What follows belongs to an exercise in optimizing a design on an open flow for small area; a production flow would make more cautious choices. The RTL was checked by simulation tests, not by an equivalence proof against the original design. No activity file was given, so power comes from the tool's default toggle rates.

## e1AlarmTop
module e1AlarmTop
(
  input  logic        Ck_77,
  input  logic        Rs,
  input  logic        req_cs,
  input  logic        req_wr,
  input  logic [3:0]  req_addr,
  input  logic [31:0] req_wdata,
  input  logic        sel_i,       
  input  logic [41:0] los_i,
  input  logic [41:0] tsfA_i,
  input  logic [41:0] tsfB_i,
  input  logic [20:0] rep_i,       
  input  logic [8:0]  staA_i,
  input  logic [8:0]  staB_i,
  output logic        rsp_ack,
  output logic [31:0] rsp_rdata,
  output logic [4:0]  ctrlA_o,
  output logic [4:0]  ctrlB_o
);
==> flow/config.mk <==
export PLATFORM = sky130hd
export DESIGN_NAME = e1AlarmTop
export DESIGN_NICKNAME = e1AlarmTop
export VERILOG_FILES = /design/flow/design.v
export SDC_FILE = /design/flow/constraint.sdc
export NUM_CORES = 4
export LEC_CHECK = 0
export CAP_MARGIN = 20
export CORE_MARGIN = 2
export CORE_UTILIZATION = 75
export SLEW_MARGIN = 20
==> flow/constraint.sdc <==
create_clock -name core_clock -period 10.0 [get_ports {Ck_77}]
set_input_delay 2.0000 -clock core_clock [delete_from_list [all_inputs] [get_ports {Ck_77}]]
set_output_delay 2.0000 -clock core_clock [all_outputs]
set_load 0.01 [all_outputs]
standard.sh (not shown) runs the stock make flow with config.mk's settings and CLKGATE_MAP_FILE= SYNTH_SCRIPT=/design/flow/synth_recipe.tcl, a recipe that flattens the netlist after the stock synthesis.
==> flow/flow/run.sh <==
#!/bin/bash
# Standard ORFS layout (the standard.sh) with three changes:
#  - synthesis maps logic with an area-oriented ABC script (flow/abc_area.script) in place of
#    ORFS's delay-oriented one; the registers are mapped before ABC runs, so they are the same
#  - port buffers use the smallest buffer
#  - the clock tree uses clkbuf_8 on larger sink clusters under a clkbuf_4 root, without dummy
#    balancing loads
set -euo pipefail
cd "$(dirname "$0")/.."
rm -rf scripts_mod
cp -r "$FLOW_HOME/scripts" scripts_mod
cp flow/abc_area.script scripts_mod/abc_speed.script
export SCRIPTS_DIR="$PWD/scripts_mod"
export BUFFER_PORTS_ARGS="-buffer_cell sky130_fd_sc_hd__buf_1"
export CTS_ARGS="-sink_clustering_enable -repair_clock_nets -dont_use_dummy_load -buf_list {sky130_fd_sc_hd__clkbuf_8} -root_buf sky130_fd_sc_hd__clkbuf_4 -sink_clustering_size 18 -sink_clustering_max_diameter 60"
export RECOVER_POWER=100
bash standard.sh > flow_make.log 2>&1
==> flow/flow/abc_area.script <==
&get -n
&st
&b
&dch
&nf -R 1000 -p -C 32 -F 10
&st
&b
&dch
&nf -R 1000 -p -C 32 -F 10
&put
The starting point finished but fails on capacitance limit, slew limit.
Change:
--- a/flow/flow/run.sh
+++ b/flow/flow/run.sh
@@ -16 +15,0 @@
-export RECOVER_POWER=100
With this change the flow went through all stages and came out clean.
Global-route usage is unchanged.
Routed wire length barely changes.
Sequential share of layout area goes down by 0.25 points.
Via count barely changes.
Design area goes up by about 0.5%.
Utilization goes up by 0.40 points.
First-iteration DRC count goes down by 2.0%.
Clock-buffer cell count does not change.
Change:
==> flow/flow/abc_area.script (replaced) <==
&get -n
&st
&dch
&nf -R 1000 -p -C 32 -F 10
&put
Outcome:
- routed wire length went down by 6.0%
- design area grows by 0.55%
- register-to-register slack degrades by 590 ps
- total power falls by 0.56%
- core utilization went up by 0.18 points
- cell count barely changes

Setup of job 104:
Another version of the RTL of e1AlarmTop (not shown whole).
Size in the first run: ~1300 cells after synthesis, ~430 flip-flops, ~250 I/O pins.
==> flow/design.v (excerpt) <==
module e1AlarmTop
(
  input  logic        Ck_77,
  input  logic        Rs,
  input  logic        req_cs,
  input  logic        req_wr,
  input  logic [3:0]  req_addr,
  input  logic [31:0] req_wdata,
  input  logic        sel_i,       
  input  logic [41:0] los_i,
  input  logic [41:0] tsfA_i,
  input  logic [41:0] tsfB_i,
  input  logic [20:0] rep_i,       
  input  logic [8:0]  staA_i,
  input  logic [8:0]  staB_i,
  output logic        rsp_ack,
  output logic [31:0] rsp_rdata,
  output logic [4:0]  ctrlA_o,
  output logic [4:0]  ctrlB_o
);
clock: 10.0 ns
lec_check: 0
cap_margin: 20
core_margin: 2
core_utilization: 75
slew_margin: 20
==> flow/flow/run.sh <==
#!/bin/bash
# Standard ORFS layout (the standard.sh) with three changes:
#  - synthesis maps logic with an area-oriented ABC script (flow/abc_area.script) in place of
#    ORFS's delay-oriented one; the registers are mapped before ABC runs, so they are the same
#  - port buffers use the smallest buffer
#  - the clock tree uses clkbuf_8 on larger sink clusters, without dummy balancing loads
set -euo pipefail
cd "$(dirname "$0")/.."
rm -rf scripts_mod
cp -r "$FLOW_HOME/scripts" scripts_mod
cp flow/abc_area.script scripts_mod/abc_speed.script
export SCRIPTS_DIR="$PWD/scripts_mod"
export BUFFER_PORTS_ARGS="-buffer_cell sky130_fd_sc_hd__buf_1"
export CTS_ARGS="-sink_clustering_enable -repair_clock_nets -dont_use_dummy_load -buf_list {sky130_fd_sc_hd__clkbuf_8} -sink_clustering_size 18 -sink_clustering_max_diameter 60"
bash standard.sh > flow_make.log 2>&1
==> flow/flow/abc_area.script <==
&get -n
&st
&dch
&nf -R 1000 -p -C 32 -F 10
&put
Job 104: PASS, flow complete, no timing, DRC or antenna violations
The following lists how job 102 was set up differently from job 104:
--- a/flow/config.mk
+++ b/flow/config.mk
@@ -10 +10 @@
-export CORE_UTILIZATION = 75
+export CORE_UTILIZATION = 40
Findings:
- Job 104 completed every stage of the flow, and the final layout passed the timing, design-rule and antenna checks.
- Job 102 completed every stage of the flow, and the final layout passed the timing, design-rule and antenna checks.
- Taking job 104 as the reference, in job 102 relative slew slack has decreased; hold slack decreased 0.018 ns; number of buffers other than clock buffers in the final layout now larger.

==> static timing again, ports no longer ideal <==
No port has a modelled driver above. Below, the same layouts with a new extraction and two added sets of constraints. Step 1 sets driving cells, clkbuf_16 on the clock port and buf_2 on the other inputs (assumed; they add their load-dependent delay and slew). Step 2, shift: input delay + t, output delay - t, t = (earliest + latest rising clock arrival at the registers) / 2. This alone moves slack from input paths to output paths. Three values: ideal ports, drivers, drivers and shift; two values: the first two.
run	t, ns	setup slack, ns	worst setup path after step 2
the first run of note 1	0.793	3.534 / 3.556 / 2.763	input to register
the second run of note 1	0.788	6.382 / 6.402 / 5.614	input to register
the third run of note 1	0.772	5.772 / 5.782 / 5.010	input to register
job 104	0.638	5.935 / 5.951 / 5.313	input to register
job 102	0.670	5.942 / 5.964 / 5.294	input to register
The setup slack of the first run of note 1, which loses most, moves by +0.022 ns with the drivers and by -0.771 ns with both steps.
